What follows belongs to an exercise in optimizing a design on an open flow for small area, a short achievable clock period and few clock cycles per item; a production flow would make more cautious choices.
No run shown here included a check of the RTL's function; only the layout flow was run.

File: config.mk
export PLATFORM = sky130hd
export DESIGN_NAME = iir_df1_biquad_axis
export DESIGN_NICKNAME = iir_df1_biquad_axis
export VERILOG_FILES = /design/flow/design.v
export SDC_FILE = /design/flow/constraint.sdc
export NUM_CORES = 4
export LEC_CHECK = 0
export CAP_MARGIN = 20
export CORE_MARGIN = 2
export CORE_UTILIZATION = 40
export SETUP_SLACK_MARGIN = 3.4
export SLEW_MARGIN = 20
export SYNTH_HIERARCHICAL = 1
export SYNTH_MINIMUM_KEEP_SIZE = 0
File: constraint.sdc
create_clock -name core_clock -period 7.0 [get_ports {clk}]
set_input_delay 1.4000 -clock core_clock [delete_from_list [all_inputs] [get_ports {clk}]]
set_output_delay 1.4000 -clock core_clock [all_outputs]
set_load 0.01 [all_outputs]
File: design.v
package iir_df1_biquad_axis_pkg;
    localparam int unsigned acc_guard_bits = 3;
endpackage
module iir_fa (
    input  logic a,
    input  logic b,
    input  logic c,
    output logic s,
    output logic co
);
    assign s  = a ^ b ^ c;
    assign co = (a & b) | (a & c) | (b & c);
endmodule
module iir_ha (
    input  logic a,
    input  logic b,
    output logic s,
    output logic co
);
    assign s  = a ^ b;
    assign co = a & b;
endmodule
module iir_x2 (
    input  logic a,
    input  logic b,
    output logic s
);
    assign s = a ^ b;
endmodule
module iir_mj (
    input  logic a,
    input  logic b,
    input  logic c,
    output logic co
);
    assign co = (a & b) | (a & c) | (b & c);
endmodule
module iir_mjn (
    input  logic a,
    input  logic b,
    input  logic cn,
    output logic co
);
    assign co = (a & b) | (a & ~cn) | (b & ~cn);
endmodule
module iir_r (
    input  logic [15:0] x1,
    input  logic [15:0] x2,
    output logic [17:0] s
);
    logic [17:0] a, b, p, g, c;
    assign a = {{2{x2[15]}}, x2};
    assign b = ~{x1[15], x1, 1'b0};
    assign p = a ^ b;
    assign g = a & b;
    logic G1, P1;
    assign G1 = g[0] | (p[0] & 1'b1);
    assign P1 = p[0] & 1'b0;
    logic G2, P2;
    assign G2 = g[2] | (p[2] & g[1]);
    assign P2 = p[2] & p[1];
    logic G3, P3;
    assign G3 = g[4] | (p[4] & g[3]);
    assign P3 = p[4] & p[3];
    logic G4, P4;
    assign G4 = g[6] | (p[6] & g[5]);
    assign P4 = p[6] & p[5];
    logic G5, P5;
    assign G5 = g[8] | (p[8] & g[7]);
    assign P5 = p[8] & p[7];
    logic G6, P6;
    assign G6 = g[10] | (p[10] & g[9]);
    assign P6 = p[10] & p[9];
    logic G7, P7;
    assign G7 = g[12] | (p[12] & g[11]);
    assign P7 = p[12] & p[11];
    logic G8, P8;
    assign G8 = g[14] | (p[14] & g[13]);
    assign P8 = p[14] & p[13];
    logic G9, P9;
    assign G9 = g[16] | (p[16] & g[15]);
    assign P9 = p[16] & p[15];
    logic G10, P10;
    assign G10 = G2 | (P2 & G1);
    assign P10 = P2 & P1;
    logic G11, P11;
    assign G11 = G4 | (P4 & G3);
    assign P11 = P4 & P3;
    logic G12, P12;
    assign G12 = G6 | (P6 & G5);
    assign P12 = P6 & P5;
    logic G13, P13;
    assign G13 = G8 | (P8 & G7);
    assign P13 = P8 & P7;
    logic G14, P14;
    assign G14 = G11 | (P11 & G10);
    assign P14 = P11 & P10;
    logic G15, P15;
    assign G15 = G13 | (P13 & G12);
    assign P15 = P13 & P12;
    logic G16, P16;
    assign G16 = G15 | (P15 & G14);
    assign P16 = P15 & P14;
    logic G17, P17;
    assign G17 = G12 | (P12 & G14);
    assign P17 = P12 & P14;
    logic G18, P18;
    assign G18 = G3 | (P3 & G10);
    assign P18 = P3 & P10;
    logic G19, P19;
    assign G19 = G5 | (P5 & G14);
    assign P19 = P5 & P14;
    logic G20, P20;
    assign G20 = G7 | (P7 & G17);
    assign P20 = P7 & P17;
    logic G21, P21;
    assign G21 = G9 | (P9 & G16);
    assign P21 = P9 & P16;
    logic G22, P22;
    assign G22 = g[1] | (p[1] & G1);
    assign P22 = p[1] & P1;
    logic G23, P23;
    assign G23 = g[3] | (p[3] & G10);
    assign P23 = p[3] & P10;
    logic G24, P24;
    assign G24 = g[5] | (p[5] & G18);
    assign P24 = p[5] & P18;
    logic G25, P25;
    assign G25 = g[7] | (p[7] & G14);
    assign P25 = p[7] & P14;
    logic G26, P26;
    assign G26 = g[9] | (p[9] & G19);
    assign P26 = p[9] & P19;
    logic G27, P27;
    assign G27 = g[11] | (p[11] & G17);
    assign P27 = p[11] & P17;
    logic G28, P28;
    assign G28 = g[13] | (p[13] & G20);
    assign P28 = p[13] & P20;
    logic G29, P29;
    assign G29 = g[15] | (p[15] & G16);
    assign P29 = p[15] & P16;
    logic G30, P30;
    assign G30 = g[17] | (p[17] & G21);
    assign P30 = p[17] & P21;
    assign c[0] = 1'b1;
    assign c[1] = G1;
    assign c[2] = G22;
    assign c[3] = G10;
    assign c[4] = G23;
    assign c[5] = G18;
    assign c[6] = G24;
    assign c[7] = G14;
    assign c[8] = G25;
    assign c[9] = G19;
    assign c[10] = G26;
    assign c[11] = G17;
    assign c[12] = G27;
    assign c[13] = G20;
    assign c[14] = G28;
    assign c[15] = G16;
    assign c[16] = G29;
    assign c[17] = G21;
    assign s = p ^ c;
endmodule
module iir_df1_biquad_axis
#(
    parameter int unsigned coeff_width  = 16,
    parameter int unsigned inout_width  = 16,
    parameter int unsigned scale_factor = 14,
    parameter int          a1_int_coeff = -31880,
    parameter int          a2_int_coeff = 15531,
    parameter int          bo_int_coeff = 167,
    parameter int          b1_int_coeff = -302,
    parameter int          b2_int_coeff = 167
) (
    input  logic                          clk,
    input  logic                          rst,
    input  logic                          s_axis_tvalid,
    input  logic signed [inout_width-1:0] s_axis_tdata,
    output logic                          m_axis_tready,
    output logic signed [inout_width-1:0] m_axis_tdata,
    output logic                          m_axis_tvalid
);
    logic        v1_q, v2_q, v3_q;        
    logic [15:0] hx1_q, hx2_q;            
    logic [15:0] y1_q;                    
    logic [15:0] yb_q;                    
    logic signed [17:0] r, t_d, t_q;
    logic [31:0]  ga_d, ga_q;
    logic [31:10] gb_d, gb_q;
    logic         gc_d, gc_q;
    logic [29:0]  acc_lo;
    logic [2:0]   top0, top1;
    logic         ok0, ok1, hi_ok, sgn;
    logic [15:0]  y_sat;
    iir_r u_r (.x1(hx1_q), .x2(hx2_q), .s(r));
    assign t_d = 18'(signed'(s_axis_tdata)) + r;
    logic gt1, gt2, gt3, gt4, gt5, gt6, gt7, gt8, gt9, gt10, gt11, gt12;
    logic gt13, gt14, gt15, gt16, gt17, gt18, gt19, gt20, gt21, gt22, gt23, gt24;
    logic gt25, gt26, gt27, gt28, gt29, gt30, gt31, gt32, gt33, gt34, gt35, gt36;
    logic gt37, gt38, gt39, gt40, gt41, gt42, gt43, gt44, gt45, gt46, gt47, gt48;
    logic gt49, gt50, gt51, gt52, gt53, gt54, gt55, gt56, gt57, gt58, gt59, gt60;
    logic gt61, gt62, gt63, gt64, gt65, gt66, gt67, gt68, gt69, gt70, gt71, gt72;
    logic gt73, gt74, gt75, gt76, gt77, gt78, gt79, gt80, gt81, gt82, gt83, gt84;
    logic gt85, gt86, gt87, gt88, gt89, gt90, gt91, gt92, gt93, gt94, gt95, gt96;
    logic gt97, gt98, gt99, gt100, gt101, gt102, gt103, gt104, gt105, gt106, gt107, gt108;
    logic gt109, gt110, gt111, gt112, gt113, gt114, gt115, gt116, gt117, gt118, gt119, gt120;
    logic gt121, gt122, gt123, gt124, gt125, gt126, gt127, gt128, gt129, gt130, gt131, gt132;
    logic gt133, gt134, gt135, gt136, gt137, gt138, gt139, gt140, gt141, gt142, gt143, gt144;
    logic gt145, gt146, gt147, gt148, gt149, gt150, gt151, gt152, gt153, gt154, gt155, gt156;
    logic gt157, gt158, gt159, gt160, gt161, gt162, gt163, gt164, gt165, gt166, gt167, gt168;
    logic gt169, gt170, gt171, gt172, gt173, gt174, gt175, gt176, gt177, gt178, gt179, gt180;
    logic gt181, gt182, gt183, gt184, gt185, gt186, gt187, gt188, gt189, gt190, gt191, gt192;
    logic gt193, gt194, gt195, gt196, gt197, gt198, gt199, gt200, gt201, gt202, gt203, gt204;
    logic gt205, gt206, gt207, gt208, gt209, gt210, gt211, gt212, gt213, gt214, gt215, gt216;
    logic gt217, gt218, gt219, gt220, gt221, gt222, gt223, gt224, gt225, gt226, gt227, gt228;
    logic gt229, gt230, gt231, gt232, gt233, gt234, gt235, gt236, gt237, gt238, gt239, gt240;
    logic gt241, gt242, gt243, gt244, gt245, gt246, gt247, gt248, gt249, gt250, gt251, gt252;
    logic gt253, gt254, gt255, gt256, gt257, gt258, gt259, gt260, gt261, gt262, gt263, gt264;
    logic gt265, gt266, gt267, gt268, gt269, gt270, gt271, gt272, gt273, gt274, gt275, gt276;
    logic gt277, gt278, gt279, gt280, gt281, gt282, gt283, gt284, gt285, gt286, gt287, gt288;
    logic gt289, gt290, gt291, gt292, gt293, gt294, gt295, gt296, gt297, gt298, gt299, gt300;
    logic gt301, gt302, gt303, gt304, gt305, gt306, gt307, gt308, gt309, gt310, gt311, gt312;
    logic gt313, gt314, gt315, gt316, gt317, gt318, gt319, gt320, gt321, gt322, gt323, gt324;
    logic gt325, gt326, gt327, gt328, gt329, gt330, gt331, gt332, gt333, gt334, gt335, gt336;
    logic gt337, gt338, gt339, gt340, gt341, gt342, gt343, gt344, gt345, gt346, gt347, gt348;
    logic gt349, gt350, gt351, gt352, gt353, gt354, gt355, gt356, gt357, gt358, gt359, gt360;
    logic gt361, gt362, gt363, gt364, gt365, gt366, gt367, gt368, gt369, gt370, gt371, gt372;
    logic gt373, gt374, gt375, gt376, gt377, gt378, gt379, gt380, gt381, gt382, gt383, gt384;
    logic gt385, gt386, gt387, gt388, gt389, gt390, gt391, gt392, gt393, gt394, gt395, gt396;
    logic gt397, gt398, gt399, gt400, gt401, gt402, gt403, gt404;
    iir_ha u_gt1 (.a(t_q[8]), .b(yb_q[0]), .s(gt1), .co(gt2));
    iir_fa u_gt3 (.a(t_q[6]), .b(t_q[4]), .c(t_q[2]), .s(gt3), .co(gt4));
    iir_ha u_gt5 (.a(t_q[10]), .b(yb_q[2]), .s(gt5), .co(gt6));
    iir_fa u_gt7 (.a(t_q[7]), .b(t_q[5]), .c(t_q[3]), .s(gt7), .co(gt8));
    iir_fa u_gt9 (.a(t_q[8]), .b(t_q[6]), .c(t_q[4]), .s(gt9), .co(gt10));
    iir_fa u_gt11 (.a(hx2_q[6]), .b(yb_q[11]), .c(yb_q[9]), .s(gt11), .co(gt12));
    iir_fa u_gt13 (.a(t_q[9]), .b(t_q[7]), .c(t_q[5]), .s(gt13), .co(gt14));
    iir_fa u_gt15 (.a(hx2_q[7]), .b(yb_q[12]), .c(yb_q[10]), .s(gt15), .co(gt16));
    iir_fa u_gt17 (.a(t_q[10]), .b(t_q[8]), .c(t_q[6]), .s(gt17), .co(gt18));
    iir_fa u_gt19 (.a(hx2_q[8]), .b(yb_q[13]), .c(yb_q[11]), .s(gt19), .co(gt20));
    iir_ha u_gt21 (.a(t_q[14]), .b(yb_q[6]), .s(gt21), .co(gt22));
    iir_fa u_gt23 (.a(t_q[11]), .b(t_q[9]), .c(t_q[7]), .s(gt23), .co(gt24));
    iir_fa u_gt25 (.a(hx2_q[9]), .b(yb_q[14]), .c(yb_q[12]), .s(gt25), .co(gt26));
    iir_ha u_gt27 (.a(t_q[15]), .b(yb_q[15]), .s(gt27), .co(gt28));
    iir_fa u_gt29 (.a(t_q[12]), .b(t_q[10]), .c(t_q[8]), .s(gt29), .co(gt30));
    iir_fa u_gt31 (.a(hx2_q[10]), .b(yb_q[13]), .c(yb_q[11]), .s(gt31), .co(gt32));
    iir_ha u_gt33 (.a(yb_q[9]), .b(yb_q[5]), .s(gt33), .co(gt34));
    iir_ha u_gt35 (.a(t_q[16]), .b(yb_q[8]), .s(gt35), .co(gt36));
    iir_fa u_gt37 (.a(t_q[13]), .b(t_q[11]), .c(t_q[9]), .s(gt37), .co(gt38));
    iir_fa u_gt39 (.a(hx2_q[11]), .b(yb_q[14]), .c(yb_q[12]), .s(gt39), .co(gt40));
    iir_ha u_gt41 (.a(yb_q[10]), .b(yb_q[6]), .s(gt41), .co(gt42));
    iir_ha u_gt43 (.a(t_q[17]), .b(t_q[14]), .s(gt43), .co(gt44));
    assign gt45 = gt43 | gt44;
    iir_fa u_gt46 (.a(t_q[12]), .b(t_q[10]), .c(hx2_q[12]), .s(gt46), .co(gt47));
    iir_fa u_gt48 (.a(yb_q[15]), .b(yb_q[9]), .c(yb_q[3]), .s(gt48), .co(gt49));
    iir_ha u_gt50 (.a(yb_q[13]), .b(yb_q[11]), .s(gt50), .co(gt51));
    iir_ha u_gt52 (.a(t_q[15]), .b(t_q[13]), .s(gt52), .co(gt53));
    assign gt54 = gt52 | gt53;
    iir_fa u_gt55 (.a(t_q[11]), .b(hx2_q[13]), .c(yb_q[14]), .s(gt55), .co(gt56));
    iir_ha u_gt57 (.a(yb_q[12]), .b(yb_q[8]), .s(gt57), .co(gt58));
    iir_ha u_gt59 (.a(t_q[16]), .b(t_q[14]), .s(gt59), .co(gt60));
    assign gt61 = gt59 | gt60;
    iir_fa u_gt62 (.a(t_q[12]), .b(hx2_q[14]), .c(yb_q[13]), .s(gt62), .co(gt63));
    iir_ha u_gt64 (.a(t_q[17]), .b(hx2_q[15]), .s(gt64), .co(gt65));
    assign gt66 = ~(t_q[17] | hx2_q[15]);
    iir_ha u_gt67 (.a(t_q[2]), .b(t_q[0]), .s(gt67), .co(gt68));
    iir_fa u_gt69 (.a(t_q[3]), .b(t_q[1]), .c(hx2_q[1]), .s(gt69), .co(gt70));
    iir_ha u_gt71 (.a(yb_q[6]), .b(yb_q[4]), .s(gt71), .co(gt72));
    iir_fa u_gt73 (.a(t_q[4]), .b(t_q[2]), .c(t_q[0]), .s(gt73), .co(gt74));
    iir_fa u_gt75 (.a(hx2_q[2]), .b(yb_q[7]), .c(yb_q[5]), .s(gt75), .co(gt76));
    iir_ha u_gt77 (.a(yb_q[3]), .b(yb_q[1]), .s(gt77), .co(gt78));
    iir_fa u_gt79 (.a(t_q[5]), .b(t_q[3]), .c(t_q[1]), .s(gt79), .co(gt80));
    iir_fa u_gt81 (.a(hx2_q[3]), .b(yb_q[8]), .c(yb_q[6]), .s(gt81), .co(gt82));
    assign gt83 = ~gt1;
    iir_fa u_gt84 (.a(yb_q[4]), .b(yb_q[2]), .c(gt83), .s(gt84), .co(gt85));
    iir_fa u_gt86 (.a(hx2_q[4]), .b(yb_q[9]), .c(yb_q[7]), .s(gt86), .co(gt87));
    assign gt88 = ~t_q[9];
    iir_fa u_gt89 (.a(gt88), .b(yb_q[5]), .c(yb_q[3]), .s(gt89), .co(gt90));
    assign gt91 = ~gt3;
    iir_fa u_gt92 (.a(yb_q[1]), .b(gt2), .c(gt91), .s(gt92), .co(gt93));
    iir_fa u_gt94 (.a(hx2_q[5]), .b(yb_q[10]), .c(yb_q[8]), .s(gt94), .co(gt95));
    iir_fa u_gt96 (.a(yb_q[6]), .b(yb_q[4]), .c(yb_q[0]), .s(gt96), .co(gt97));
    assign gt98 = ~gt5;
    iir_fa u_gt99 (.a(gt4), .b(gt98), .c(gt7), .s(gt99), .co(gt100));
    iir_fa u_gt101 (.a(yb_q[7]), .b(yb_q[5]), .c(yb_q[1]), .s(gt101), .co(gt102));
    iir_fa u_gt103 (.a(t_q[11]), .b(yb_q[3]), .c(gt6), .s(gt103), .co(gt104));
    iir_fa u_gt105 (.a(gt8), .b(gt9), .c(gt11), .s(gt105), .co(gt106));
    iir_fa u_gt107 (.a(yb_q[8]), .b(yb_q[6]), .c(yb_q[2]), .s(gt107), .co(gt108));
    iir_fa u_gt109 (.a(gt10), .b(gt12), .c(gt13), .s(gt109), .co(gt110));
    assign gt111 = ~gt15;
    iir_fa u_gt112 (.a(t_q[12]), .b(yb_q[4]), .c(gt111), .s(gt112), .co(gt113));
    iir_fa u_gt114 (.a(yb_q[9]), .b(yb_q[7]), .c(yb_q[3]), .s(gt114), .co(gt115));
    iir_fa u_gt116 (.a(gt14), .b(gt16), .c(gt17), .s(gt116), .co(gt117));
    assign gt118 = ~gt19;
    iir_fa u_gt119 (.a(t_q[13]), .b(yb_q[5]), .c(gt118), .s(gt119), .co(gt120));
    iir_fa u_gt121 (.a(yb_q[10]), .b(yb_q[8]), .c(yb_q[4]), .s(gt121), .co(gt122));
    iir_fa u_gt123 (.a(gt18), .b(gt20), .c(gt23), .s(gt123), .co(gt124));
    assign gt125 = ~gt25;
    iir_fa u_gt126 (.a(yb_q[0]), .b(gt21), .c(gt125), .s(gt126), .co(gt127));
    assign gt128 = ~gt33;
    iir_fa u_gt129 (.a(yb_q[7]), .b(yb_q[1]), .c(gt128), .s(gt129), .co(gt130));
    iir_fa u_gt131 (.a(gt24), .b(gt26), .c(gt29), .s(gt131), .co(gt132));
    assign gt133 = ~gt31;
    iir_fa u_gt134 (.a(gt22), .b(gt27), .c(gt133), .s(gt134), .co(gt135));
    assign gt136 = ~yb_q[2];
    iir_fa u_gt137 (.a(gt136), .b(gt34), .c(gt41), .s(gt137), .co(gt138));
    iir_fa u_gt139 (.a(gt30), .b(gt32), .c(gt37), .s(gt139), .co(gt140));
    assign gt141 = ~gt39;
    iir_fa u_gt142 (.a(gt28), .b(gt35), .c(gt141), .s(gt142), .co(gt143));
    iir_fa u_gt144 (.a(yb_q[7]), .b(gt42), .c(gt50), .s(gt144), .co(gt145));
    iir_fa u_gt146 (.a(gt36), .b(gt43), .c(gt48), .s(gt146), .co(gt147));
    iir_fa u_gt148 (.a(gt38), .b(gt40), .c(gt46), .s(gt148), .co(gt149));
    assign gt150 = ~gt51;
    iir_fa u_gt151 (.a(yb_q[10]), .b(yb_q[4]), .c(gt150), .s(gt151), .co(gt152));
    iir_fa u_gt153 (.a(gt57), .b(gt45), .c(gt47), .s(gt153), .co(gt154));
    assign gt155 = ~gt55;
    iir_fa u_gt156 (.a(gt49), .b(gt52), .c(gt155), .s(gt156), .co(gt157));
    iir_fa u_gt158 (.a(yb_q[15]), .b(yb_q[11]), .c(yb_q[5]), .s(gt158), .co(gt159));
    iir_fa u_gt160 (.a(yb_q[9]), .b(gt58), .c(gt54), .s(gt160), .co(gt161));
    assign gt162 = ~gt59;
    iir_fa u_gt163 (.a(gt56), .b(gt162), .c(gt62), .s(gt163), .co(gt164));
    iir_fa u_gt165 (.a(t_q[15]), .b(t_q[13]), .c(yb_q[14]), .s(gt165), .co(gt166));
    assign gt167 = ~yb_q[10];
    iir_fa u_gt168 (.a(yb_q[12]), .b(gt167), .c(yb_q[6]), .s(gt168), .co(gt169));
    iir_fa u_gt170 (.a(gt64), .b(gt61), .c(gt63), .s(gt170), .co(gt171));
    iir_ha u_gt172 (.a(t_q[16]), .b(t_q[14]), .s(gt172), .co(gt173));
    assign gt174 = gt172 | gt173;
    iir_fa u_gt175 (.a(yb_q[15]), .b(yb_q[13]), .c(yb_q[7]), .s(gt175), .co(gt176));
    iir_ha u_gt177 (.a(yb_q[11]), .b(gt66), .s(gt177), .co(gt178));
    iir_fa u_gt179 (.a(t_q[17]), .b(yb_q[14]), .c(yb_q[8]), .s(gt179), .co(gt180));
    iir_ha u_gt181 (.a(t_q[1]), .b(yb_q[4]), .s(gt181), .co(gt182));
    iir_fa u_gt183 (.a(hx2_q[0]), .b(yb_q[5]), .c(yb_q[3]), .s(gt183), .co(gt184));
    iir_ha u_gt185 (.a(t_q[5]), .b(yb_q[1]), .s(gt185), .co(gt186));
    assign gt187 = ~t_q[5] & yb_q[1];
    assign gt188 = ~t_q[6];
    iir_fa u_gt189 (.a(gt188), .b(yb_q[2]), .c(yb_q[0]), .s(gt189), .co(gt190));
    iir_fa u_gt191 (.a(gt68), .b(gt71), .c(gt69), .s(gt191), .co(gt192));
    assign gt193 = ~t_q[7];
    iir_fa u_gt194 (.a(gt193), .b(gt72), .c(gt77), .s(gt194), .co(gt195));
    iir_fa u_gt196 (.a(gt70), .b(gt73), .c(gt75), .s(gt196), .co(gt197));
    iir_fa u_gt198 (.a(gt78), .b(gt74), .c(gt76), .s(gt198), .co(gt199));
    iir_fa u_gt200 (.a(gt79), .b(gt81), .c(gt84), .s(gt200), .co(gt201));
    iir_fa u_gt202 (.a(gt80), .b(gt82), .c(gt86), .s(gt202), .co(gt203));
    assign gt204 = ~gt92;
    iir_fa u_gt205 (.a(gt89), .b(gt85), .c(gt204), .s(gt205), .co(gt206));
    iir_fa u_gt207 (.a(gt87), .b(gt90), .c(gt94), .s(gt207), .co(gt208));
    assign gt209 = ~gt93;
    iir_fa u_gt210 (.a(gt96), .b(gt209), .c(gt99), .s(gt210), .co(gt211));
    iir_fa u_gt212 (.a(gt95), .b(gt97), .c(gt101), .s(gt212), .co(gt213));
    assign gt214 = ~gt103;
    iir_fa u_gt215 (.a(gt100), .b(gt214), .c(gt105), .s(gt215), .co(gt216));
    iir_fa u_gt217 (.a(gt102), .b(gt107), .c(gt106), .s(gt217), .co(gt218));
    assign gt219 = ~gt109;
    iir_fa u_gt220 (.a(gt104), .b(gt219), .c(gt112), .s(gt220), .co(gt221));
    iir_fa u_gt222 (.a(gt108), .b(gt114), .c(gt110), .s(gt222), .co(gt223));
    assign gt224 = ~gt116;
    iir_fa u_gt225 (.a(gt113), .b(gt224), .c(gt119), .s(gt225), .co(gt226));
    iir_fa u_gt227 (.a(gt115), .b(gt121), .c(gt117), .s(gt227), .co(gt228));
    assign gt229 = ~gt123;
    iir_fa u_gt230 (.a(gt120), .b(gt229), .c(gt126), .s(gt230), .co(gt231));
    iir_fa u_gt232 (.a(gt122), .b(gt124), .c(gt131), .s(gt232), .co(gt233));
    iir_fa u_gt234 (.a(gt129), .b(gt127), .c(gt134), .s(gt234), .co(gt235));
    iir_fa u_gt236 (.a(gt130), .b(gt135), .c(gt142), .s(gt236), .co(gt237));
    iir_fa u_gt238 (.a(gt137), .b(gt132), .c(gt139), .s(gt238), .co(gt239));
    iir_fa u_gt240 (.a(gt138), .b(gt144), .c(gt140), .s(gt240), .co(gt241));
    assign gt242 = ~gt148;
    iir_fa u_gt243 (.a(gt143), .b(gt146), .c(gt242), .s(gt243), .co(gt244));
    iir_fa u_gt245 (.a(gt145), .b(gt149), .c(gt153), .s(gt245), .co(gt246));
    iir_fa u_gt247 (.a(gt151), .b(gt147), .c(gt156), .s(gt247), .co(gt248));
    iir_fa u_gt249 (.a(gt158), .b(gt152), .c(gt157), .s(gt249), .co(gt250));
    iir_fa u_gt251 (.a(gt154), .b(gt160), .c(gt163), .s(gt251), .co(gt252));
    assign gt253 = ~gt165;
    iir_fa u_gt254 (.a(gt159), .b(gt253), .c(gt168), .s(gt254), .co(gt255));
    iir_fa u_gt256 (.a(gt161), .b(gt164), .c(gt170), .s(gt256), .co(gt257));
    iir_fa u_gt258 (.a(gt169), .b(gt172), .c(gt175), .s(gt258), .co(gt259));
    iir_fa u_gt260 (.a(gt166), .b(gt177), .c(gt171), .s(gt260), .co(gt261));
    iir_fa u_gt262 (.a(t_q[15]), .b(yb_q[12]), .c(gt174), .s(gt262), .co(gt263));
    assign gt264 = ~gt178;
    iir_fa u_gt265 (.a(gt176), .b(gt179), .c(gt264), .s(gt265), .co(gt266));
    iir_ha u_gt267 (.a(t_q[16]), .b(yb_q[15]), .s(gt267), .co(gt268));
    assign gt269 = gt267 | gt268;
    assign gt270 = ~yb_q[13];
    iir_fa u_gt271 (.a(gt270), .b(yb_q[9]), .c(gt180), .s(gt271), .co(gt272));
    iir_ha u_gt273 (.a(t_q[17]), .b(yb_q[10]), .s(gt273), .co(gt274));
    iir_ha u_gt275 (.a(t_q[0]), .b(yb_q[3]), .s(gt275), .co(gt276));
    assign gt277 = ~t_q[4];
    iir_fa u_gt278 (.a(gt277), .b(yb_q[2]), .c(yb_q[0]), .s(gt278), .co(gt279));
    assign gt280 = ~gt185;
    iir_fa u_gt281 (.a(gt182), .b(gt280), .c(gt67), .s(gt281), .co(gt282));
    iir_fa u_gt283 (.a(gt187), .b(gt184), .c(gt189), .s(gt283), .co(gt284));
    iir_fa u_gt285 (.a(gt190), .b(gt194), .c(gt192), .s(gt285), .co(gt286));
    iir_fa u_gt287 (.a(gt195), .b(gt197), .c(gt198), .s(gt287), .co(gt288));
    iir_fa u_gt289 (.a(gt199), .b(gt202), .c(gt201), .s(gt289), .co(gt290));
    iir_fa u_gt291 (.a(gt203), .b(gt207), .c(gt206), .s(gt291), .co(gt292));
    iir_fa u_gt293 (.a(gt208), .b(gt212), .c(gt211), .s(gt293), .co(gt294));
    iir_fa u_gt295 (.a(gt213), .b(gt216), .c(gt217), .s(gt295), .co(gt296));
    assign gt297 = ~gt221;
    iir_fa u_gt298 (.a(gt218), .b(gt297), .c(gt222), .s(gt298), .co(gt299));
    assign gt300 = ~gt226;
    iir_fa u_gt301 (.a(gt223), .b(gt300), .c(gt227), .s(gt301), .co(gt302));
    assign gt303 = ~gt231;
    iir_fa u_gt304 (.a(gt228), .b(gt303), .c(gt232), .s(gt304), .co(gt305));
    assign gt306 = ~gt233;
    iir_fa u_gt307 (.a(gt306), .b(gt235), .c(gt236), .s(gt307), .co(gt308));
    assign gt309 = ~gt237;
    iir_fa u_gt310 (.a(gt309), .b(gt239), .c(gt240), .s(gt310), .co(gt311));
    assign gt312 = ~gt244;
    iir_fa u_gt313 (.a(gt241), .b(gt312), .c(gt245), .s(gt313), .co(gt314));
    assign gt315 = ~gt246;
    iir_fa u_gt316 (.a(gt315), .b(gt248), .c(gt249), .s(gt316), .co(gt317));
    assign gt318 = ~gt252;
    iir_fa u_gt319 (.a(gt254), .b(gt250), .c(gt318), .s(gt319), .co(gt320));
    assign gt321 = ~gt257;
    iir_fa u_gt322 (.a(gt255), .b(gt258), .c(gt321), .s(gt322), .co(gt323));
    assign gt324 = ~gt262;
    iir_fa u_gt325 (.a(gt259), .b(gt324), .c(gt265), .s(gt325), .co(gt326));
    iir_fa u_gt327 (.a(gt267), .b(gt271), .c(gt266), .s(gt327), .co(gt328));
    assign gt329 = ~gt273;
    iir_fa u_gt330 (.a(yb_q[14]), .b(gt269), .c(gt329), .s(gt330), .co(gt331));
    iir_ha u_gt332 (.a(yb_q[15]), .b(yb_q[11]), .s(gt332), .co(gt333));
    assign gt334 = ~(yb_q[15] | yb_q[11]);
    iir_ha u_gt335 (.a(t_q[1]), .b(yb_q[1]), .s(gt335), .co(gt336));
    assign gt337 = ~t_q[1] & yb_q[1];
    assign gt338 = ~t_q[2];
    iir_fa u_gt339 (.a(gt338), .b(yb_q[2]), .c(yb_q[0]), .s(gt339), .co(gt340));
    assign gt341 = ~t_q[3];
    iir_fa u_gt342 (.a(gt341), .b(yb_q[1]), .c(gt275), .s(gt342), .co(gt343));
    iir_fa u_gt344 (.a(gt276), .b(gt181), .c(gt278), .s(gt344), .co(gt345));
    iir_fa u_gt346 (.a(gt279), .b(gt183), .c(gt281), .s(gt346), .co(gt347));
    iir_fa u_gt348 (.a(gt282), .b(gt283), .c(gt191), .s(gt348), .co(gt349));
    iir_fa u_gt350 (.a(gt284), .b(gt196), .c(gt285), .s(gt350), .co(gt351));
    iir_fa u_gt352 (.a(gt286), .b(gt287), .c(gt200), .s(gt352), .co(gt353));
    iir_fa u_gt354 (.a(gt288), .b(gt205), .c(gt289), .s(gt354), .co(gt355));
    iir_fa u_gt356 (.a(gt210), .b(gt290), .c(gt291), .s(gt356), .co(gt357));
    iir_fa u_gt358 (.a(gt215), .b(gt292), .c(gt293), .s(gt358), .co(gt359));
    assign gt360 = ~gt220;
    iir_fa u_gt361 (.a(gt360), .b(gt294), .c(gt295), .s(gt361), .co(gt362));
    assign gt363 = ~gt225;
    iir_fa u_gt364 (.a(gt363), .b(gt296), .c(gt298), .s(gt364), .co(gt365));
    assign gt366 = ~gt230;
    iir_fa u_gt367 (.a(gt366), .b(gt299), .c(gt301), .s(gt367), .co(gt368));
    assign gt369 = ~gt234;
    iir_fa u_gt370 (.a(gt369), .b(gt302), .c(gt304), .s(gt370), .co(gt371));
    assign gt372 = ~gt307;
    iir_fa u_gt373 (.a(gt238), .b(gt305), .c(gt372), .s(gt373), .co(gt374));
    assign gt375 = ~gt310;
    iir_fa u_gt376 (.a(gt243), .b(gt308), .c(gt375), .s(gt376), .co(gt377));
    assign gt378 = ~gt247;
    iir_fa u_gt379 (.a(gt378), .b(gt311), .c(gt313), .s(gt379), .co(gt380));
    assign gt381 = ~gt316;
    iir_fa u_gt382 (.a(gt251), .b(gt314), .c(gt381), .s(gt382), .co(gt383));
    assign gt384 = ~gt256;
    iir_fa u_gt385 (.a(gt384), .b(gt317), .c(gt319), .s(gt385), .co(gt386));
    assign gt387 = ~gt260;
    iir_fa u_gt388 (.a(gt387), .b(gt320), .c(gt322), .s(gt388), .co(gt389));
    assign gt390 = ~gt261;
    iir_fa u_gt391 (.a(gt390), .b(gt325), .c(gt323), .s(gt391), .co(gt392));
    assign gt393 = ~gt263;
    iir_fa u_gt394 (.a(gt393), .b(gt326), .c(gt327), .s(gt394), .co(gt395));
    assign gt396 = ~gt330;
    iir_fa u_gt397 (.a(gt396), .b(gt272), .c(gt328), .s(gt397), .co(gt398));
    assign gt399 = ~gt274;
    iir_fa u_gt400 (.a(gt332), .b(gt399), .c(gt331), .s(gt400), .co(gt401));
    iir_ha u_gt402 (.a(yb_q[12]), .b(gt334), .s(gt402), .co(gt403));
    assign gt404 = ~yb_q[12] & gt334;
    logic [10:0] g_lo;
    assign g_lo = {1'b0, gt353, gt351, gt349, gt347, gt345, gt343, gt340, gt337, ~t_q[0], t_q[0]} + {1'b0, gt354, gt352, gt350, gt348, gt346, gt344, gt342, gt339, ~gt335, yb_q[0]};
    assign ga_d = {1'b1, 1'b0, ~yb_q[14], ~yb_q[13], gt404, gt401, ~gt398, ~gt395, ~gt392, ~gt389, ~gt386, gt383, gt380, ~gt377, gt374, gt371, gt368, gt365, gt362, gt359, gt357, gt355, g_lo[9:0]};
    assign gb_d = {1'b0, 1'b0, yb_q[15], yb_q[14], yb_q[13], ~gt402, gt400, ~gt397, ~gt394, ~gt391, ~gt388, ~gt385, gt382, gt379, ~gt376, gt373, gt370, gt367, gt364, gt361, gt358, gt356};
    assign gc_d = g_lo[10];
    logic lt1, lt2, lt3, lt4, lt5, lt6, lt7, lt8, lt9, lt10, lt11, lt12;
    logic lt13, lt14, lt15, lt16, lt17, lt18, lt19, lt20, lt21, lt22, lt23, lt24;
    logic lt25, lt26, lt27, lt28, lt29, lt30, lt31, lt32, lt33, lt34, lt35, lt36;
    logic lt37, lt38, lt39, lt40, lt41, lt42, lt43, lt44, lt45, lt46, lt47, lt48;
    logic lt49, lt50, lt51, lt52, lt53, lt54, lt55, lt56, lt57, lt58, lt59, lt60;
    logic lt61, lt62, lt63, lt64, lt65, lt66, lt67, lt68, lt69, lt70, lt71, lt72;
    logic lt73, lt74, lt75, lt76, lt77, lt78, lt79, lt80, lt81, lt82, lt83, lt84;
    logic lt85, lt86, lt87, lt88, lt89, lt90, lt91, lt92, lt93, lt94, lt95, lt96;
    logic lt97, lt98, lt99, lt100, lt101, lt102, lt103, lt104, lt105, lt106, lt107, lt108;
    logic lt109, lt110, lt111, lt112, lt113, lt114, lt115, lt116, lt117, lt118, lt119, lt120;
    logic lt121, lt122, lt123, lt124, lt125, lt126, lt127, lt128, lt129, lt130, lt131, lt132;
    logic lt133, lt134, lt135, lt136, lt137, lt138, lt139, lt140, lt141, lt142, lt143, lt144;
    logic lt145, lt146, lt147, lt148, lt149, lt150, lt151, lt152, lt153, lt154, lt155, lt156;
    logic lt157, lt158, lt159, lt160, lt161, lt162, lt163, lt164, lt165, lt166, lt167, lt168;
    logic lt169, lt170, lt171, lt172, lt173, lt174, lt175, lt176, lt177, lt178, lt179, lt180;
    logic lt181, lt182, lt183, lt184, lt185, lt186, lt187, lt188, lt189, lt190, lt191;
    iir_x2 u_lt1 (.a(ga_q[10]), .b(gb_q[10]), .s(lt1));
    iir_x2 u_lt2 (.a(lt1), .b(gc_q), .s(lt2));
    iir_mj u_lt3 (.a(ga_q[10]), .b(gb_q[10]), .c(gc_q), .co(lt3));
    iir_x2 u_lt4 (.a(ga_q[11]), .b(gb_q[11]), .s(lt4));
    iir_x2 u_lt5 (.a(lt4), .b(y1_q[8]), .s(lt5));
    iir_mj u_lt6 (.a(ga_q[11]), .b(gb_q[11]), .c(y1_q[8]), .co(lt6));
    iir_x2 u_lt7 (.a(ga_q[12]), .b(gb_q[12]), .s(lt7));
    iir_x2 u_lt8 (.a(lt7), .b(y1_q[9]), .s(lt8));
    iir_mj u_lt9 (.a(ga_q[12]), .b(gb_q[12]), .c(y1_q[9]), .co(lt9));
    iir_x2 u_lt10 (.a(ga_q[13]), .b(gb_q[13]), .s(lt10));
    iir_x2 u_lt11 (.a(lt10), .b(y1_q[10]), .s(lt11));
    iir_mj u_lt12 (.a(ga_q[13]), .b(gb_q[13]), .c(y1_q[10]), .co(lt12));
    iir_x2 u_lt13 (.a(ga_q[14]), .b(gb_q[14]), .s(lt13));
    iir_x2 u_lt14 (.a(lt13), .b(y1_q[11]), .s(lt14));
    iir_mj u_lt15 (.a(ga_q[14]), .b(gb_q[14]), .c(y1_q[11]), .co(lt15));
    iir_x2 u_lt16 (.a(ga_q[15]), .b(gb_q[15]), .s(lt16));
    iir_x2 u_lt17 (.a(lt16), .b(y1_q[12]), .s(lt17));
    iir_mj u_lt18 (.a(ga_q[15]), .b(gb_q[15]), .c(y1_q[12]), .co(lt18));
    iir_x2 u_lt19 (.a(y1_q[8]), .b(y1_q[0]), .s(lt19));
    assign lt20 = y1_q[8] & y1_q[0];
    iir_x2 u_lt21 (.a(ga_q[16]), .b(gb_q[16]), .s(lt21));
    iir_x2 u_lt22 (.a(lt21), .b(y1_q[13]), .s(lt22));
    iir_mj u_lt23 (.a(ga_q[16]), .b(gb_q[16]), .c(y1_q[13]), .co(lt23));
    iir_x2 u_lt24 (.a(y1_q[9]), .b(y1_q[6]), .s(lt24));
    iir_x2 u_lt25 (.a(lt24), .b(y1_q[1]), .s(lt25));
    iir_mjn u_lt26 (.a(y1_q[9]), .b(y1_q[1]), .cn(y1_q[6]), .co(lt26));
    iir_x2 u_lt27 (.a(ga_q[17]), .b(gb_q[17]), .s(lt27));
    iir_x2 u_lt28 (.a(lt27), .b(y1_q[14]), .s(lt28));
    iir_mj u_lt29 (.a(ga_q[17]), .b(gb_q[17]), .c(y1_q[14]), .co(lt29));
    iir_x2 u_lt30 (.a(y1_q[10]), .b(y1_q[7]), .s(lt30));
    iir_x2 u_lt31 (.a(lt30), .b(y1_q[2]), .s(lt31));
    iir_mjn u_lt32 (.a(y1_q[10]), .b(y1_q[2]), .cn(y1_q[7]), .co(lt32));
    iir_x2 u_lt33 (.a(ga_q[18]), .b(gb_q[18]), .s(lt33));
    iir_x2 u_lt34 (.a(lt33), .b(y1_q[11]), .s(lt34));
    iir_mj u_lt35 (.a(ga_q[18]), .b(gb_q[18]), .c(y1_q[11]), .co(lt35));
    iir_x2 u_lt36 (.a(y1_q[15]), .b(y1_q[8]), .s(lt36));
    iir_x2 u_lt37 (.a(lt36), .b(y1_q[3]), .s(lt37));
    iir_mjn u_lt38 (.a(y1_q[15]), .b(y1_q[8]), .cn(y1_q[3]), .co(lt38));
    iir_x2 u_lt39 (.a(ga_q[19]), .b(gb_q[19]), .s(lt39));
    iir_x2 u_lt40 (.a(lt39), .b(y1_q[12]), .s(lt40));
    iir_mj u_lt41 (.a(ga_q[19]), .b(gb_q[19]), .c(y1_q[12]), .co(lt41));
    iir_x2 u_lt42 (.a(y1_q[9]), .b(y1_q[4]), .s(lt42));
    assign lt43 = ~y1_q[9] & y1_q[4];
    iir_x2 u_lt44 (.a(ga_q[20]), .b(gb_q[20]), .s(lt44));
    iir_x2 u_lt45 (.a(lt44), .b(y1_q[13]), .s(lt45));
    iir_mj u_lt46 (.a(ga_q[20]), .b(gb_q[20]), .c(y1_q[13]), .co(lt46));
    iir_x2 u_lt47 (.a(y1_q[10]), .b(y1_q[5]), .s(lt47));
    assign lt48 = ~y1_q[10] & y1_q[5];
    iir_x2 u_lt49 (.a(ga_q[21]), .b(gb_q[21]), .s(lt49));
    iir_x2 u_lt50 (.a(lt49), .b(y1_q[14]), .s(lt50));
    iir_mj u_lt51 (.a(ga_q[21]), .b(gb_q[21]), .c(y1_q[14]), .co(lt51));
    iir_x2 u_lt52 (.a(y1_q[11]), .b(y1_q[6]), .s(lt52));
    assign lt53 = ~y1_q[11] & y1_q[6];
    iir_x2 u_lt54 (.a(ga_q[22]), .b(gb_q[22]), .s(lt54));
    iir_x2 u_lt55 (.a(lt54), .b(y1_q[7]), .s(lt55));
    iir_mj u_lt56 (.a(ga_q[22]), .b(gb_q[22]), .c(y1_q[7]), .co(lt56));
    iir_x2 u_lt57 (.a(y1_q[15]), .b(y1_q[12]), .s(lt57));
    assign lt58 = ~y1_q[15] & ~y1_q[12];
    iir_x2 u_lt59 (.a(ga_q[23]), .b(gb_q[23]), .s(lt59));
    iir_x2 u_lt60 (.a(lt59), .b(y1_q[8]), .s(lt60));
    iir_mj u_lt61 (.a(ga_q[23]), .b(gb_q[23]), .c(y1_q[8]), .co(lt61));
    iir_x2 u_lt62 (.a(ga_q[24]), .b(gb_q[24]), .s(lt62));
    assign lt63 = ga_q[24] & gb_q[24];
    iir_x2 u_lt64 (.a(ga_q[25]), .b(gb_q[25]), .s(lt64));
    assign lt65 = ga_q[25] & gb_q[25];
    iir_x2 u_lt66 (.a(y1_q[7]), .b(y1_q[3]), .s(lt66));
    assign lt67 = y1_q[7] & y1_q[3];
    iir_x2 u_lt68 (.a(y1_q[4]), .b(lt3), .s(lt68));
    iir_x2 u_lt69 (.a(lt68), .b(lt5), .s(lt69));
    iir_mj u_lt70 (.a(y1_q[4]), .b(lt3), .c(lt5), .co(lt70));
    iir_x2 u_lt71 (.a(y1_q[5]), .b(lt6), .s(lt71));
    iir_x2 u_lt72 (.a(lt71), .b(lt8), .s(lt72));
    iir_mj u_lt73 (.a(y1_q[5]), .b(lt6), .c(lt8), .co(lt73));
    iir_x2 u_lt74 (.a(y1_q[6]), .b(lt9), .s(lt74));
    iir_x2 u_lt75 (.a(lt74), .b(lt11), .s(lt75));
    iir_mj u_lt76 (.a(y1_q[6]), .b(lt9), .c(lt11), .co(lt76));
    iir_x2 u_lt77 (.a(y1_q[7]), .b(lt12), .s(lt77));
    iir_x2 u_lt78 (.a(lt77), .b(lt14), .s(lt78));
    iir_mj u_lt79 (.a(y1_q[7]), .b(lt12), .c(lt14), .co(lt79));
    iir_x2 u_lt80 (.a(lt19), .b(lt15), .s(lt80));
    iir_x2 u_lt81 (.a(lt80), .b(lt17), .s(lt81));
    iir_mj u_lt82 (.a(lt19), .b(lt15), .c(lt17), .co(lt82));
    iir_x2 u_lt83 (.a(lt20), .b(lt18), .s(lt83));
    iir_x2 u_lt84 (.a(lt83), .b(lt22), .s(lt84));
    iir_mj u_lt85 (.a(lt20), .b(lt18), .c(lt22), .co(lt85));
    iir_x2 u_lt86 (.a(lt23), .b(lt26), .s(lt86));
    iir_x2 u_lt87 (.a(lt86), .b(lt28), .s(lt87));
    iir_mj u_lt88 (.a(lt23), .b(lt26), .c(lt28), .co(lt88));
    iir_x2 u_lt89 (.a(lt29), .b(lt32), .s(lt89));
    iir_x2 u_lt90 (.a(lt89), .b(lt34), .s(lt90));
    iir_mj u_lt91 (.a(lt29), .b(lt32), .c(lt34), .co(lt91));
    iir_x2 u_lt92 (.a(lt42), .b(lt35), .s(lt92));
    iir_x2 u_lt93 (.a(lt92), .b(lt38), .s(lt93));
    iir_mjn u_lt94 (.a(lt42), .b(lt38), .cn(lt35), .co(lt94));
    iir_x2 u_lt95 (.a(lt43), .b(lt41), .s(lt95));
    iir_x2 u_lt96 (.a(lt95), .b(lt45), .s(lt96));
    iir_mj u_lt97 (.a(lt43), .b(lt41), .c(lt45), .co(lt97));
    iir_x2 u_lt98 (.a(lt48), .b(lt46), .s(lt98));
    iir_x2 u_lt99 (.a(lt98), .b(lt50), .s(lt99));
    iir_mj u_lt100 (.a(lt48), .b(lt46), .c(lt50), .co(lt100));
    iir_x2 u_lt101 (.a(lt53), .b(lt57), .s(lt101));
    iir_x2 u_lt102 (.a(lt101), .b(lt51), .s(lt102));
    iir_mj u_lt103 (.a(lt53), .b(lt57), .c(lt51), .co(lt103));
    iir_x2 u_lt104 (.a(lt58), .b(lt56), .s(lt104));
    iir_x2 u_lt105 (.a(lt104), .b(lt60), .s(lt105));
    iir_mj u_lt106 (.a(lt58), .b(lt56), .c(lt60), .co(lt106));
    iir_x2 u_lt107 (.a(y1_q[9]), .b(lt62), .s(lt107));
    iir_x2 u_lt108 (.a(lt107), .b(lt61), .s(lt108));
    iir_mj u_lt109 (.a(y1_q[9]), .b(lt62), .c(lt61), .co(lt109));
    iir_x2 u_lt110 (.a(y1_q[15]), .b(y1_q[10]), .s(lt110));
    iir_x2 u_lt111 (.a(lt110), .b(lt63), .s(lt111));
    iir_mj u_lt112 (.a(y1_q[15]), .b(y1_q[10]), .c(lt63), .co(lt112));
    iir_x2 u_lt113 (.a(ga_q[26]), .b(gb_q[26]), .s(lt113));
    iir_x2 u_lt114 (.a(lt113), .b(y1_q[11]), .s(lt114));
    iir_mj u_lt115 (.a(ga_q[26]), .b(gb_q[26]), .c(y1_q[11]), .co(lt115));
    iir_x2 u_lt116 (.a(ga_q[27]), .b(gb_q[27]), .s(lt116));
    assign lt117 = ga_q[27] & gb_q[27];
    iir_x2 u_lt118 (.a(ga_q[28]), .b(gb_q[28]), .s(lt118));
    assign lt119 = ga_q[28] & gb_q[28];
    iir_x2 u_lt120 (.a(ga_q[29]), .b(gb_q[29]), .s(lt120));
    assign lt121 = ga_q[29] & gb_q[29];
    iir_x2 u_lt122 (.a(ga_q[7]), .b(y1_q[4]), .s(lt122));
    assign lt123 = ga_q[7] & y1_q[4];
    iir_x2 u_lt124 (.a(ga_q[8]), .b(y1_q[5]), .s(lt124));
    iir_x2 u_lt125 (.a(lt124), .b(y1_q[1]), .s(lt125));
    iir_mj u_lt126 (.a(ga_q[8]), .b(y1_q[5]), .c(y1_q[1]), .co(lt126));
    iir_x2 u_lt127 (.a(ga_q[9]), .b(y1_q[6]), .s(lt127));
    iir_x2 u_lt128 (.a(lt127), .b(y1_q[2]), .s(lt128));
    iir_mj u_lt129 (.a(ga_q[9]), .b(y1_q[6]), .c(y1_q[2]), .co(lt129));
    iir_x2 u_lt130 (.a(y1_q[0]), .b(lt66), .s(lt130));
    iir_x2 u_lt131 (.a(lt130), .b(lt2), .s(lt131));
    iir_mjn u_lt132 (.a(lt66), .b(lt2), .cn(y1_q[0]), .co(lt132));
    iir_x2 u_lt133 (.a(y1_q[1]), .b(lt67), .s(lt133));
    iir_x2 u_lt134 (.a(lt133), .b(lt69), .s(lt134));
    iir_mjn u_lt135 (.a(lt67), .b(lt69), .cn(y1_q[1]), .co(lt135));
    iir_x2 u_lt136 (.a(y1_q[2]), .b(lt72), .s(lt136));
    iir_x2 u_lt137 (.a(lt136), .b(lt70), .s(lt137));
    iir_mjn u_lt138 (.a(lt72), .b(lt70), .cn(y1_q[2]), .co(lt138));
    iir_x2 u_lt139 (.a(y1_q[3]), .b(lt75), .s(lt139));
    iir_x2 u_lt140 (.a(lt139), .b(lt73), .s(lt140));
    iir_mjn u_lt141 (.a(lt75), .b(lt73), .cn(y1_q[3]), .co(lt141));
    iir_x2 u_lt142 (.a(y1_q[4]), .b(lt78), .s(lt142));
    iir_x2 u_lt143 (.a(lt142), .b(lt76), .s(lt143));
    iir_mjn u_lt144 (.a(lt78), .b(lt76), .cn(y1_q[4]), .co(lt144));
    iir_x2 u_lt145 (.a(y1_q[5]), .b(lt81), .s(lt145));
    iir_x2 u_lt146 (.a(lt145), .b(lt79), .s(lt146));
    iir_mjn u_lt147 (.a(lt81), .b(lt79), .cn(y1_q[5]), .co(lt147));
    iir_x2 u_lt148 (.a(lt25), .b(lt84), .s(lt148));
    iir_x2 u_lt149 (.a(lt148), .b(lt82), .s(lt149));
    iir_mjn u_lt150 (.a(lt84), .b(lt82), .cn(lt25), .co(lt150));
    iir_x2 u_lt151 (.a(lt31), .b(lt87), .s(lt151));
    iir_x2 u_lt152 (.a(lt151), .b(lt85), .s(lt152));
    iir_mjn u_lt153 (.a(lt87), .b(lt85), .cn(lt31), .co(lt153));
    iir_x2 u_lt154 (.a(lt37), .b(lt90), .s(lt154));
    iir_x2 u_lt155 (.a(lt154), .b(lt88), .s(lt155));
    iir_mj u_lt156 (.a(lt37), .b(lt90), .c(lt88), .co(lt156));
    iir_x2 u_lt157 (.a(lt40), .b(lt93), .s(lt157));
    iir_x2 u_lt158 (.a(lt157), .b(lt91), .s(lt158));
    iir_mj u_lt159 (.a(lt40), .b(lt93), .c(lt91), .co(lt159));
    iir_x2 u_lt160 (.a(lt47), .b(lt94), .s(lt160));
    iir_x2 u_lt161 (.a(lt160), .b(lt96), .s(lt161));
    iir_mjn u_lt162 (.a(lt47), .b(lt94), .cn(lt96), .co(lt162));
    iir_x2 u_lt163 (.a(lt52), .b(lt99), .s(lt163));
    iir_x2 u_lt164 (.a(lt163), .b(lt97), .s(lt164));
    iir_mjn u_lt165 (.a(lt99), .b(lt97), .cn(lt52), .co(lt165));
    iir_x2 u_lt166 (.a(lt55), .b(lt102), .s(lt166));
    iir_x2 u_lt167 (.a(lt166), .b(lt100), .s(lt167));
    iir_mj u_lt168 (.a(lt55), .b(lt102), .c(lt100), .co(lt168));
    iir_x2 u_lt169 (.a(y1_q[13]), .b(lt103), .s(lt169));
    iir_x2 u_lt170 (.a(lt169), .b(lt105), .s(lt170));
    iir_mjn u_lt171 (.a(lt103), .b(lt105), .cn(y1_q[13]), .co(lt171));
    iir_x2 u_lt172 (.a(y1_q[14]), .b(lt108), .s(lt172));
    iir_x2 u_lt173 (.a(lt172), .b(lt106), .s(lt173));
    iir_mjn u_lt174 (.a(lt108), .b(lt106), .cn(y1_q[14]), .co(lt174));
    iir_x2 u_lt175 (.a(lt64), .b(lt111), .s(lt175));
    iir_x2 u_lt176 (.a(lt175), .b(lt109), .s(lt176));
    iir_mj u_lt177 (.a(lt64), .b(lt111), .c(lt109), .co(lt177));
    iir_x2 u_lt178 (.a(lt65), .b(lt114), .s(lt178));
    iir_x2 u_lt179 (.a(lt178), .b(lt112), .s(lt179));
    iir_mj u_lt180 (.a(lt65), .b(lt114), .c(lt112), .co(lt180));
    iir_x2 u_lt181 (.a(y1_q[12]), .b(lt116), .s(lt181));
    iir_x2 u_lt182 (.a(lt181), .b(lt115), .s(lt182));
    iir_mj u_lt183 (.a(y1_q[12]), .b(lt116), .c(lt115), .co(lt183));
    iir_x2 u_lt184 (.a(y1_q[13]), .b(lt117), .s(lt184));
    iir_x2 u_lt185 (.a(lt184), .b(lt118), .s(lt185));
    iir_mj u_lt186 (.a(y1_q[13]), .b(lt117), .c(lt118), .co(lt186));
    iir_x2 u_lt187 (.a(y1_q[14]), .b(lt119), .s(lt187));
    iir_x2 u_lt188 (.a(lt187), .b(lt120), .s(lt188));
    iir_mj u_lt189 (.a(y1_q[14]), .b(lt119), .c(lt120), .co(lt189));
    iir_x2 u_lt190 (.a(y1_q[15]), .b(lt121), .s(lt190));
    assign lt191 = ~y1_q[15] & lt121;
    logic [31:0] la, lb;
    assign la = {lt191, lt189, lt186, lt183, lt180, lt177, lt174, lt171, lt168, lt165, ~lt162, lt159, lt156, lt153, lt150, lt147, lt144, lt141, lt138, lt135, lt132, lt129, lt126, lt123, lt122, ga_q[6], ga_q[5], ga_q[4], ga_q[3], ga_q[2], ga_q[1], ga_q[0]};
    assign lb = {1'b1, ~lt190, lt188, lt185, lt182, lt179, lt176, ~lt173, ~lt170, lt167, ~lt164, lt161, lt158, lt155, ~lt152, ~lt149, ~lt146, ~lt143, ~lt140, ~lt137, ~lt134, ~lt131, lt128, lt125, y1_q[0], y1_q[3], y1_q[2], y1_q[1], y1_q[0], 1'b0, 1'b0, 1'b0};
    assign acc_lo = {1'b0, la[28:0]} + {1'b0, lb[28:0]};
    assign top0   = la[31:29] + lb[31:29];
    assign top1   = la[31:29] + lb[31:29] + 3'd1;
    assign ok0    = (top0 == 3'b000) || (top0 == 3'b111);
    assign ok1    = (top1 == 3'b000) || (top1 == 3'b111);
    assign hi_ok  = acc_lo[29] ? ok1 : ok0;
    assign sgn    = acc_lo[29] ? top1[2] : top0[2];
    assign y_sat  = {sgn, hi_ok ? acc_lo[28:14] : {15{~sgn}}};
    always_ff @(posedge clk) begin
        t_q  <= t_d;
        ga_q <= ga_d;
        gb_q <= gb_d;
        gc_q <= gc_d;
        if (rst) begin
            v1_q  <= 1'b0;
            v2_q  <= 1'b0;
            v3_q  <= 1'b0;
            hx1_q <= '0;
            hx2_q <= '0;
            y1_q  <= '0;
            yb_q  <= '0;
        end else begin
            v1_q <= s_axis_tvalid;
            v2_q <= v1_q;
            v3_q <= v2_q;
            if (s_axis_tvalid) begin
                hx1_q <= s_axis_tdata;
                hx2_q <= hx1_q;
            end
            if (v2_q) begin
                y1_q <= y_sat;
            end
            if (v1_q && v2_q) begin
                yb_q <= y_sat;
            end else if (v1_q || v2_q) begin
                yb_q <= y1_q;
            end
        end
    end
    assign m_axis_tready = 1'b1;
    assign m_axis_tdata  = y1_q;
    assign m_axis_tvalid = v3_q;
endmodule
File: run.sh
#!/bin/bash
# synth_recipe.tcl (not shown) runs the flow's synth.tcl, then flattens the netlist and writes it again
# the make line also repeats each setting of config.mk as NAME=value (left out here)
make -C /OpenROAD-flow-scripts/flow DESIGN_CONFIG=/design/flow/config.mk WORK_HOME=/design/flow/orfs CLKGATE_MAP_FILE= SYNTH_SCRIPT=/design/flow/synth_recipe.tcl finish
==> results of run 1 <==
## modules after synthesis, one instance, submodules excluded, excerpt
| module | copies in the design | flops+latches |
|---|---|---|
| iir_df1_biquad_axis | 1 | 133 |
| iir_r | 1 | 0 |
| iir_fa | 143 | 0 |
| iir_ha | 26 | 0 |
| iir_mj | 39 | 0 |
| iir_x2 | 123 | 0 |
## worst reg2reg max path, delay by kind of cell (launching register included)
kind | cells | cell delay (ns)
DFF | 1 | 0.37
and+or+nand+nor | 3 | 0.79
adders and majority gates | 3 | 0.94
buffers and inverters | 2 | 0.27
muxes | 1 | 0.35
xor gates and xnor gates | 2 | 0.34
AOI/OAI and AO/OA | 5 | 0.83
## sequential cells by signal (all words and copies together) (netlist names)
register and count:
ga_q 27, gb_q 20, t_q 18, hx1_q 16, hx2_q 16, y1_q 16, yb_q 16, gc_q 1
v1_q 1, v2_q 1, v3_q 1
## what timing repair did
action | in CTS | in global routing
endpoints found under the setup margin | 38 | 40
setup buffers | 57 | 36
gates resized for setup | 78 | 75
gates cloned | 1 | 0
pin swaps | 48 | 81
hold buffers | 0 | 0
## area by class of cell
| class | instances | area, µm² |
|---|---|---|
| timing repair buffer | 134 | 1150 |
| clock inverter | 13 | 195 |
| clock buffer | 19 | 443 |
| inverter | 142 | 533 |
| multi-input combinational | 897 | 9740 |
| sequential | 133 | 2750 |
| fill | 2707 | 15000 |
| tap | 396 | 495 |
## final timing paths
| path | cells past startpoint | slack (ns) | from | to |
|---|---|---|---|---|
| max | 16 | 3.02 | y1_q[11]$_SDFFE_PP0P_ | y1_q[12]$_SDFFE_PP0P_ |
| min | 2 | 0.50 | hx1_q[7]$_SDFFE_PP0P_ | hx1_q[7]$_SDFFE_PP0P_ |
| max reg2reg | 16 | 3.02 | y1_q[11]$_SDFFE_PP0P_ | y1_q[12]$_SDFFE_PP0P_ |
| min reg2reg | 2 | 0.50 | hx1_q[7]$_SDFFE_PP0P_ | hx1_q[7]$_SDFFE_PP0P_ |
## through the flow
stage,instances,hold WS (ns)
after global routing,1734,0.534
final,1734,0.502
after detailed placement,1608,0.512
after global placement,1607,0.504
after CTS,1698,0.509
after floorplan,1198,0.472
## metal layers
metal,global-route usage (%),wire length (µm),vias up
met5,0,0,-
met4,6.64,790,0
met3,2.46,788,48
met2,32.2,14500,165
met1,27.2,14300,4282
li1,-,-,4211
## cells in the final DEF (no fill, tap or decap), drive strengths merged, types with 13 or more instances in the layout
cell type | netlist | final
a21o | 18 | 18
buf | 9 | 101
and2 | 12 | 13
clkbuf | 18 | 19
nand3 | 13 | 13
fa | 152 | 152
o21ai | 45 | 45
xor2 | 138 | 138
clkdlybuf4s50 | 0 | 31
mux2i | 39 | 39
nor3 | 13 | 13
nor2 | 92 | 92
inv | 142 | 147
ha | 95 | 95
a21oi | 57 | 57
xnor2 | 23 | 23
dfxtp | 133 | 133
maj3 | 55 | 55
a211oi | 20 | 20
nand2 | 28 | 28
or2 | 13 | 13
## logic make-up (layout without fill, tap and decap cells)
group                      Yosys count  after routing
AOI/OAI and AO/OA                  180            180
DFF                                133            133
xor gates and xnor gates           161            161
muxes                               47             47
buffers and inverters              169            308
and+or+nand+nor                    205            206
other                                1              1
adders and majority gates          302            302
==> out/summary.md, run 1 <==
* **fin worst setup slack** 3.02 ns
* **clock tree from TritonCTS** built
* **Top-Level Pins** 37
* **vias post-DR** 8,706
* **estimated wirelength of the detail-placed design** 22,100 µm
* **die extent in y** 179 µm
* **maximum cell stage delay along the critical path** 0.41 ns
* **number of max-cap violations** 0
* **critical path buffer and inverter count** 2
* **adder and majority cell fraction of the synthesized area** 39.6%
* **share of post-route cells with drive strength above 1** 27.4%
* **RSZ-0062 raised after global routing** yes
* **number of H-tree branching levels** 4
* **# setup viols final** 0
* **f_max** 251 MHz
* **register clock-pin slew on the reported worst setup and hold paths** 0.06 ns
* **list of most frequent post-synthesis cells** sky130_fd_sc_hd__fa_1, sky130_fd_sc_hd__inv_1, sky130_fd_sc_hd__xor2_1
* **post-synthesis async set-or-reset flop share** 0%
* **endpoint required time on the critical path** 7.34 ns
* **cell taking the most area after synthesis** sky130_fd_sc_hd__fa_1
* **peak fanout along the critical path** 6
* **most frequently used flop master after synthesis** sky130_fd_sc_hd__dfxtp_1
* **number of nets with antenna violations after detailed routing** 0
* **class of the tightest hold or removal check** flip-flop to flip-flop
* **vias in the first global route** 8,860
* **Critical Path Source Type** flip-flop
* **# rows** 64
* **utilization after layout** 50.5%
* **Area growth syn-to-layout** 24.9%
* **CP Class** flip-flop to flip-flop
* **total count of max-transition violations in the final report** 0
* **Final Critical Period** 3.98 ns
* **die area** 32,100 µm²
* **outcome** finished clean
* **crit path cell chain** maj3_2 > xor2_1 > xor2_1 > buf_4 > buf_4 > maj3_2 > ha_4 > nand4_1 > o21ai_2 > o21bai_1 > a221oi_2 > or2_4 > a31oi_4 > mux2_4 > or3_4 > a211oi_2
* **multiplexer share of the synthesized area** 3.95%
* **core area** 30,300 µm²
* **layout net count** 1,591
* **initial antenna violation count** 0
* **post-place instance area** 13,200 µm²
* **final worst-path cycle share** 56.8%
* **total of flip-flops plus latches after synthesis** 133
* **die extent in x** 179 µm
* **number of CTS-inserted buffers** 17
* **mean post-synth cell area** 10.2 µm²
* **Max stage delay cell, worst path** sky130_fd_sc_hd__or3_4
* **number of design rule violations left after detail routing** 0
* **Root Buffer Master** sky130_fd_sc_hd__clkbuf_16
* **area fraction of the dominant cell type after synthesis** 24.8%
* **compound-cell area share of the yosys netlist** 10.0%
* **CP delay by family, top** adder cells
* **count of flip-flops with a built-in enable after synthesis** 0
* **count of warnings emitted by yosys** 7
* **largest buffer count on any clock path** 2
* **wire per inst** 17.6 µm
* **main combinational cell family by area after synthesis** adder cells
* **synthesized-area fraction occupied by and/or/nand/nor cells** 7.91%
* **final wirelength** 30,400 µm
* **count of antenna diodes in the layout** 0
* **area of the mapped netlist** 12,300 µm²
* **Starting Density** 40.4%
* **1st-iter DRT viols** 328
* **clock net sink count** 133
* **Setup Slack @ Placement** 2.33 ns
* **cell count after synthesis** 1,198
* **most used standard cell by instance count after synthesis** sky130_fd_sc_hd__fa_1
* **slew of the pin with the lowest slew margin** 1.01 ns
* **Post-Synthesis Net Count** 1,464
* **Hold Violations, Final** 0
* **wire length of the first global-routing pass** 48,500 µm
* **post-detailed-route via-to-cell ratio** 5.02
* **source-to-sink clock delay at the later pin of the worst-skew pair** 0.43 ns
* **Netlist cell types** 70
* **residual overflow from global routing** 0
* **number of buffers inserted by port buffering** 35
* **pin count of the biggest net entering global routing** 54
* **most area-consuming cells after synthesis** sky130_fd_sc_hd__fa_1, sky130_fd_sc_hd__dfxtp_1, sky130_fd_sc_hd__xor2_1
* **Worst slew margin** 33.0%
* **overall global routing resource usage** 19.8%
* **element type at the critical path end** flip-flop
* **Detailed Routing Iterations Pass 1** 5
* **sequential-to-total area share from yosys stat** 21.7%
* **Arr. time, crit path** 4.32 ns
* **weighted congestion at the end of routability-driven global placement** 0.920
* **setup skew after layout** 0.0119 ns
* **Setup Total Neg Slack** 0 ns
* **Post-Synth XOR/XNOR Area** 11.5%
* **final design instance area without fill** 15,300 µm²
==> inputs of run 2 (changes only) <==
--- a/config.mk
+++ b/config.mk
@@ -9,5 +9,5 @@
 export CORE_MARGIN = 2
 export CORE_UTILIZATION = 40
-export SETUP_SLACK_MARGIN = 3.4
+export SETUP_SLACK_MARGIN = 3.0
 export SLEW_MARGIN = 20
 export SYNTH_HIERARCHICAL = 1
==> run 2 against run 1 <==
  * Via count decreased by 2.5%
  * Register-to-register slack got worse by 0.17 ns
  * Synthesized cell count unchanged
==> out/summary.md, run 2 <==
* **Hold Violations, Final** 0, unchanged
* **element type at the critical path end** flip-flop
* **most frequent standard cell in the layout excluding fill and tap cells** sky130_fd_sc_hd__fa_1
* **1st-iter DRT viols** 445, +36%
* **post-detailed-route via-to-cell ratio** 5.02, about the same
* **estimated wirelength of the detail-placed design** 22,200 µm, +0.45%
* **Setup Total Neg Slack** 0 ns, unchanged
* **Final Critical Period** 4.15 ns, +0.172 ns
* **die area** 32,100 µm², unchanged
* **outcome** finished clean
* **number of logic stages on the critical path including buffering** 16, unchanged
* **area of the mapped netlist** 12,300 µm², unchanged
* **post-synthesis async set-or-reset flop share** 0%, unchanged
* **clock tree from TritonCTS** built
* **wire length the detailed router placed on met1** 13,700 µm, -4.8%
* **area fraction of the dominant cell type after synthesis** 24.8%, unchanged
* **Area growth syn-to-layout** 18.4%
* **R2R cell count** 16, unchanged
* **final wirelength** 29,300 µm, -3.9%
* **CP Class** flip-flop to flip-flop
* **number of max-cap violations** 0, unchanged
* **utilization after layout** 47.8%, -2.6 points
* **number of H-tree branching levels** 4, unchanged
* **count of antenna diodes in the layout** 0, unchanged
* **CP delay by family, top** compound AO/OA/AOI/OAI gates
* **mean post-synth cell area** 10.2 µm², unchanged
* **f_max** 241 MHz, -4.1%
* **overall global routing resource usage** 19.6%, -0.12 points
* **share of post-route cells with drive strength above 1** 19.6%, -7.9 points
* **RSZ-0062 raised after global routing** yes
* **pin count of the biggest net entering global routing** 66, +22%
* **class of the tightest hold or removal check** flip-flop to flip-flop
* **fillers** 2,820, +4.2%
run 2: cell types whose count changed in the layout (fill, tap and decap cells not counted), moves of 5 or more:
cell / previous run / this run
sky130_fd_sc_hd__a211oi_1: 6 / 16
sky130_fd_sc_hd__a211oi_2: 12 / 3
sky130_fd_sc_hd__a21oi_1: 33 / 45
sky130_fd_sc_hd__a21oi_2: 23 / 12
sky130_fd_sc_hd__buf_4: 85 / 49
sky130_fd_sc_hd__buf_6: 12 / 4
sky130_fd_sc_hd__dfxtp_1: 98 / 118
sky130_fd_sc_hd__dfxtp_2: 16 / 1
sky130_fd_sc_hd__dfxtp_4: 19 / 14
sky130_fd_sc_hd__ha_1: 75 / 86
sky130_fd_sc_hd__ha_4: 17 / 8
run 2: layer usage:
layer,track usage (%),vias to the layer above
met5,0,-
met4,6.33,0
met1,26.2,4204
li1,-,4124
met3,2.44,31
met2,33.1,127
run 2: Yosys stat by module (local to each module, per instance):
module | flip-flops and latches | cells inside
iir_df1_biquad_axis | 133 | 738
iir_r | 0 | 97
iir_fa | 0 | 1
iir_mjn | 0 | 2
iir_ha | 0 | 1
iir_mj | 0 | 1
iir_x2 | 0 | 1
run 2: worst reg2reg max path: stages, from the launching register on:
cell                        delay (ns)
sky130_fd_sc_hd__dfxtp_4          0.37
sky130_fd_sc_hd__buf_4            0.15
sky130_fd_sc_hd__maj3_2           0.34
sky130_fd_sc_hd__maj3_2           0.35
sky130_fd_sc_hd__maj3_2           0.34
sky130_fd_sc_hd__ha_4             0.22
sky130_fd_sc_hd__a21o_1           0.16
sky130_fd_sc_hd__a211oi_2         0.30
sky130_fd_sc_hd__o211a_1          0.21
sky130_fd_sc_hd__a221oi_2         0.05
sky130_fd_sc_hd__buf_4            0.16
sky130_fd_sc_hd__or2_4            0.25
sky130_fd_sc_hd__a31oi_4          0.24
sky130_fd_sc_hd__mux2i_4          0.30
sky130_fd_sc_hd__buf_6            0.17
sky130_fd_sc_hd__nand3_1          0.14
sky130_fd_sc_hd__a2111oi_4        0.30
run 2: path summary, 6_finish.rpt:
kind | from | end
worst min register to register | hx1_q[4]$_SDFFE_PP0P_ | hx2_q[4]$_SDFFE_PP0P_
worst max-delay path | y1_q[12]$_SDFFE_PP0P_ | yb_q[13]$_SDFFE_PP0P_
worst min-delay path | hx1_q[4]$_SDFFE_PP0P_ | hx2_q[4]$_SDFFE_PP0P_
worst max register to register | y1_q[12]$_SDFFE_PP0P_ | yb_q[13]$_SDFFE_PP0P_
run 2: timing repair:
action,CTS,global route
pin swaps,30,30
gates resized for setup,59,49
endpoints found under the setup margin,33,32
hold buffers,0,0
gates cloned,1,0
buffers inserted,35,11
run 2: cell type report:
class | instances | share of cell area [%]
Multi-Input combinational cell | 897 | 64.8
Sequential cell | 133 | 18.7
Timing Repair Buffer | 89 | 5.33
Inverter | 142 | 3.67
Tap cell | 396 | 3.41
Clock buffer | 20 | 3.22
Clock inverter | 12 | 0.819
run 2: per-stage QoR:
stage          cells  area (µm²)  worst slack (ns)
2_1_floorplan   1198       12300              3.01
3_3_place_gp    1609       13000              1.67
3_5_place_dp    1610       13100              2.17
4_1_cts         1678       14200              2.95
5_1_grt         1689       14500              2.72
6_report        1689       14500              2.85
run 2: kinds of logic after synthesis:
kind of cell / share of synthesized area (%)
fa+ha+maj: 39.6
simple gates: 7.91
compound gates: 10.0
buf+inv: 5.29
flops: 21.7
xor+xnor: 11.5
other cells: 0.0306
mux: 3.95

## what the ideal ports hide
Ports are ideal in the flow. The routed layouts listed here were re-timed in OpenROAD.
Step 1, drivers: a clkbuf_16 drives clk and a buf_2 each remaining input, both assumed.
Step 2 times the ports against the registers' clock, not the clock port: input delays grow and output delays shrink by t, the midpoint of the rising clock arrivals with the driver on.
Slacks: ideal / step 1 / step 2; pairs: ideal / step 1.
run | t (ns) | slack for setup (ns) | worst register clock-pin slew, ns
run 1 | 0.475 | 3.021 / 3.021 / 3.021 | 0.07 / 0.07
run 2 | 0.474 | 2.849 / 2.849 / 2.731 | 0.07 / 0.07
After both steps setup and hold are still met in every run listed. The setup slack of run 2, which loses most, moves by 0.000 ns with the drivers and by -0.118 ns with both steps.
